Context: an optimization exercise on an open-source flow, tuned for small area, a short achievable clock period and few clock cycles per item. The choices shown serve that exercise and are no tape-out recipe.
In this exercise RTL edits were held to simulation tests only and were not proved equivalent to the original.

Setup of build 24:
## aesEncryptCore
module aesEncryptCore (
  input  logic    clk,
  input  logic    arstN,
  input  logic    validIn,
  input  aesPkg::aesBlock key,
  input  aesPkg::aesBlock data,
  output aesPkg::aesBlock dataOut,
  output aesPkg::aesBlock keyOut,
  output logic    validOut,
  output logic    busy
);
  aesPkg::aesBlock stateA;
  aesPkg::aesBlock keyA;
  logic [7:0]      rconA;
  logic            actA;
  aesPkg::aesBlock subbedB;
  aesPkg::aesBlock keyB;
  aesPkg::aesWord  subWordB;
  logic [7:0]      rconB;
  logic            actB;
  logic            loadB;
  logic            stepB;
  logic            load;
  logic            mixEn;
  logic            actANext;
  logic            finANext;
  aesPkg::aesBlock subbed;
  aesPkg::aesWord  subWord;
  aesPkg::aesBlock shifted;
  aesPkg::aesBlock mixTerm;
  aesPkg::aesBlock keyNext;
  aesPkg::aesBlock keyD;
  aesPkg::aesBlock stateD;
  roundControl i_roundControl (
    .validIn  (validIn),
    .actB     (actB),
    .rconB    (rconB),
    .load     (load),
    .mixEn    (mixEn),
    .actANext (actANext),
    .finANext (finANext)
  );
  subBytes i_subBytes (
    .state  (stateA),
    .subbed (subbed)
  );
  keySubWord i_keySubWord (
    .keyQ    (keyA),
    .subWord (subWord)
  );
  keyExpand i_keyExpand (
    .keyQ    (keyB),
    .subWord (subWordB),
    .rcon    (rconB),
    .keyNext (keyNext)
  );
  ...
clock: 20.0 ns
lec_check: 0
cap_margin: 20
cell_pad_in_sites_detail_placement: 0
cell_pad_in_sites_global_placement: 0
core_margin: 2
core_utilization: 65
cts_cluster_diameter: 80
cts_cluster_size: 25
place_density: 0.8
slew_margin: 20
synth_hierarchical: 1
standard.sh (not shown) runs the stock make flow with config.mk's settings and CLKGATE_MAP_FILE= SYNTH_SCRIPT=/design/flow/synth_recipe.tcl, a recipe that flattens the netlist after the stock synthesis.
==> flow/flow/run.sh <==
#!/bin/bash
set -euo pipefail
MARGIN=$(cat flow/margin.txt)
bash standard.sh synth > synth.log 2>&1
bash standard.sh "BUFFER_PORTS_ARGS=-buffer_cell sky130_fd_sc_hd__buf_1" \
  "SETUP_SLACK_MARGIN=$MARGIN" finish > layout.log 2>&1
==> flow/flow/margin.txt <==
14.7
The flow did not stop early for build 24: all stages ran, and the layout cleared the timing, DRC and antenna checks.
Testbench counts of build 24, summed over its fixed seeds: cycles 5,640, blocks 512.
--- input diff build 24..build 90 ---
Settings: a change of CORE_UTILIZATION from 65 to 75; a change of PLACE_DENSITY from 0.8 to 0.88.
### Flow results
Hold slack: build 24 vs build 90 — no meaningful difference. Changes observed in build 90 relative to build 24: final instance count without filler cells fell by about 2%, fraction of the cycle the final worst path needs stayed essentially flat. Going from build 24 to build 90, critical path's largest stage delay +0.02 ns; global route total overflow ~0 delta. Build 90 against build 24: clock latency on the worst-skew pair held steady, total routed wirelength held steady.
[inputs] build 9 vs build 90
Settings: PLACE_DENSITY: 0.88 -> 0.8; CORE_UTILIZATION: 75 -> 65.
==> flow/flow/margin.txt <==
15.0
==> comparison <==
From build 90 to build 9 the numbers moved as follows: post-route worst hold slack did not really move, clock skew went up, count of non-CTS buffers in the layout rose by 206, worst-case setup margin in the final layout picked up an extra 0.18 ns. Compared with build 90, build 9 shows a higher final instance area. [build 9] fraction of the cycle the final worst path needs fell 0.90 points relative to build 90.
The inputs of build 1 differ from those of build 9 as listed below.
Settings: an added GPL_TIMING_DRIVEN of 1.
==> flow/flow/margin.txt <==
14.7
Findings:
Re delay of the slowest cell on the worst path: build 1 and build 9 aren't equal, and the higher value belongs to build 1. Looking only at global-route usage, and setting everything else aside, the lower value of build 1 and build 9 goes to build 1. Build 9 has a higher setup slack than build 1. The filler-free cell count of the finished design number comes out lower for build 1 vs build 9. A slowest cell on the critical path of dfxtp_1 is what build 1 shows, while dfxtp_2 belongs to build 9. Build 1 vs. build 9: maximum frequency now sits lower.

========
Another version of the RTL of aesEncryptCore (not shown whole).
For scale: about 520 I/O pins, roughly 38000 sq um of cells after synthesis.
Design aesEncryptCore, start of the top module:
module aesEncryptCore (
  input  logic    clk,
  input  logic    arstN,
  input  logic    validIn,
  input  aesPkg::aesBlock key,
  input  aesPkg::aesBlock data,
  output aesPkg::aesBlock dataOut,
  output aesPkg::aesBlock keyOut,
  output logic    validOut,
  output logic    busy
);
  aesPkg::aesBlock state;
  aesPkg::aesBlock keyQ;
  logic [7:0]      rcon;
  logic            lastRound;
  logic            busyNext;
  logic            validNext;
  aesPkg::aesBlock shifted;
  aesPkg::aesBlock mixTerm;
  aesPkg::aesBlock base;
  aesPkg::aesBlock keyNext;
  aesPkg::aesBlock keyD;
  aesPkg::aesBlock stateD;
  roundControl i_roundControl (
    .validIn   (validIn),
    .busy      (busy),
    .rcon      (rcon),
    .lastRound (lastRound),
    .busyNext  (busyNext),
    .validNext (validNext)
  );
  keyExpand i_keyExpand (
    .keyQ    (keyQ),
    .rcon    (rcon),
    .keyNext (keyNext)
  );
  roundDatapath i_roundDatapath (
    .state     (state),
    .mixEn     (busy && !lastRound),
    .shifted   (shifted),
    .mixTerm   (mixTerm)
  );
  assign keyD        = busy ? keyNext : key;
  assign base.flat   = (busy ? shifted.flat : data.flat) ^ keyD.flat;
  assign stateD.flat = base.flat ^ mixTerm.flat;
  always_ff @(posedge clk or negedge arstN) begin
    if (!arstN) begin
      busy     <= 1'b0;
      validOut <= 1'b0;
    end else begin
      busy     <= busyNext;
      validOut <= validNext;
    end
  end
  always_ff @(posedge clk) begin
    rcon  <= busy ? aesPkg::xtime(rcon) : 8'(8'h01);
    keyQ  <= keyD;
    state <= stateD;
  end
  assign dataOut = state;
  assign keyOut  = keyQ;
endmodule
==> flow/config.mk <==
export PLATFORM = sky130hd
export DESIGN_NAME = aesEncryptCore
export DESIGN_NICKNAME = aesEncryptCore
export VERILOG_FILES = /design/flow/design.v
export SDC_FILE = /design/flow/constraint.sdc
export NUM_CORES = 4
export LEC_CHECK = 0
export CAP_MARGIN = 20
export CELL_PAD_IN_SITES_DETAIL_PLACEMENT = 0
export CELL_PAD_IN_SITES_GLOBAL_PLACEMENT = 0
export CORE_MARGIN = 2
export CORE_UTILIZATION = 50
export PLACE_DENSITY = 0.65
export SLEW_MARGIN = 20
export SYNTH_HIERARCHICAL = 1
==> flow/constraint.sdc <==
create_clock -name core_clock -period 20.0 [get_ports {clk}]
set_input_delay 4.0000 -clock core_clock [delete_from_list [all_inputs] [get_ports {clk}]]
set_output_delay 4.0000 -clock core_clock [all_outputs]
set_load 0.01 [all_outputs]
==> flow/flow/run.sh <==
#!/bin/bash
set -euo pipefail
MARGIN=$(cat flow/margin.txt)
bash standard.sh synth > synth.log 2>&1
bash standard.sh SETUP_SLACK_MARGIN=$MARGIN finish > layout.log 2>&1
==> flow/flow/margin.txt <==
14
The first run completed with no timing, DRC or antenna violations.
Testbench counts at the start, summed over its fixed seeds: cycles 5,640, blocks 512.
Then changed:
==> flow/run.sh (new file) <==
#!/bin/bash
# synth_recipe.tcl (not shown) runs the flow's synth.tcl, then flattens the netlist and writes it again
# the make line also repeats each setting of config.mk as NAME=value (left out here)
make -C /OpenROAD-flow-scripts/flow DESIGN_CONFIG=/design/flow/config.mk WORK_HOME=/design/flow/orfs CLKGATE_MAP_FILE= SYNTH_SCRIPT=/design/flow/synth_recipe.tcl finish
removed: flow/flow/run.sh
removed: flow/flow/margin.txt
removed: flow/standard.sh
The changed run produced a clean layout.
Utilization shrinks by 14 points.
Cell count shrinks by 6.0%.
Global-route usage shrinks by 1.3 points.
Design area shrinks by 19%.
Die area is unchanged.
Via count shrinks by 6.7%.

========
Another version of the RTL of aesEncryptCore (not shown whole).
Size: about 4,400 cells after synthesis, about 560 flip-flops, roughly 520 I/O pins.
Settings: LEC_CHECK=0, CAP_MARGIN=20, CELL_PAD_IN_SITES_DETAIL_PLACEMENT=0, CELL_PAD_IN_SITES_GLOBAL_PLACEMENT=0, CORE_MARGIN=2, CORE_UTILIZATION=65, CTS_CLUSTER_DIAMETER=80, CTS_CLUSTER_SIZE=25, PLACE_DENSITY=0.8, SLEW_MARGIN=20, SYNTH_HIERARCHICAL=1; clock period 20.0 ns.
==> flow/flow/run.sh <==
#!/bin/bash
set -euo pipefail
MARGIN=$(cat flow/margin.txt)
bash standard.sh synth > synth.log 2>&1
bash standard.sh "BUFFER_PORTS_ARGS=-buffer_cell sky130_fd_sc_hd__buf_1" \
  "SETUP_SLACK_MARGIN=$MARGIN" finish > layout.log 2>&1
==> flow/flow/margin.txt <==
14.8
Testbench counts at the start, summed over its fixed seeds: cycles 5,640, blocks 512.
Rerun with:
==> flow/flow/margin.txt (replaced) <==
14.7
Settings changed: CTS_CLUSTER_DIAMETER 80 to 60, CTS_CLUSTER_SIZE 25 to 20.
Wire length came out lower slightly.
Via count barely changes.
Flip-flop and latch count does not change.
Area after synthesis does not change.

========
== v6 ==
aesEncryptCore again, from the RTL that the note above started with.
clock: 20.0 ns
lec_check: 0
cap_margin: 20
cell_pad_in_sites_detail_placement: 0
cell_pad_in_sites_global_placement: 0
core_margin: 2
core_utilization: 65
cts_cluster_diameter: 80
cts_cluster_size: 25
place_density: 0.8
slew_margin: 20
synth_hierarchical: 1
==> flow/flow/margin.txt <==
14.76
Scripts as last shown in full above: flow/flow/run.sh
Testbench counts of v6, summed over its fixed seeds: cycles 5,640, blocks 512.
Setup changes, v6 to v7
- PLACE_DENSITY now 0.85, was 0.8
- CORE_UTILIZATION now 70, was 65
==> run summary <==
- No stage failed in v7, and the final checks on the layout all came back clean.
- Cell count down 1.4% in v7 wrt v6
- Of v6 and v7, the run reporting the higher detailed-routed wire length on met3 was v7.
- v7 vs. v6: final cell area excluding filler cells held; number of buffers other than clock buffers in the final layout went down about 0.9%; number of core rows went down 4; mean routed wirelength per cell went up about 0.9%.

==> what the ideal ports hide <==
How much do the figures lean on ideal ports? The routed layouts below were timed once more, with nothing changed but the port constraints. Step 1 (the two cells are an assumption about what drives the block):
set clk [get_ports {clk}]
set_driving_cell -lib_cell sky130_fd_sc_hd__clkbuf_16 $clk
set_driving_cell -lib_cell sky130_fd_sc_hd__buf_2 [delete_from_list [all_inputs] $clk]
Step 2 moves the port delays by t, midway between the first and last clock arrival at a register: inputs arrive t later, outputs are due t later. That takes back most of the time a late clock gives input paths. Three values: ideal ports, drivers, drivers and shift; two values: the first two.
run	t, ns	slack for setup (ns)	worst setup path at the end	worst slew at a driven data input, ns	cell pins on the clock port's net
build 24	0.655	14.698 / 14.628 / 14.972	input to register	0.12	1
build 90	0.645	14.685 / 14.622 / 14.913	input to register	0.12	1
build 9	0.661	14.864 / 14.795 / 14.836	input to register	0.12	1
build 1	0.655	14.698 / 14.628 / 14.972	input to register	0.12	1
the first run of note 2	0.636	13.957 / 13.893 / 14.160	register to register	0.08	1
the second run of note 2	0.629	12.647 / 12.647 / 12.647	register to register	0.08	1
the first run of note 3	0.651	14.766 / 14.697 / 14.299	input to register	0.12	1
the second run of note 3	0.669	14.693 / 14.625 / 14.356	input to register	0.09	1
v6	0.653	14.754 / 14.686 / 14.301	input to register	0.11	1
v7	0.637	14.748 / 14.684 / 14.491	input to register	0.13	1
After both steps every run listed still meets setup and hold. For the first run of note 3, which loses most, drivers alone change the setup slack by -0.069 ns; drivers and shift together by -0.467 ns.
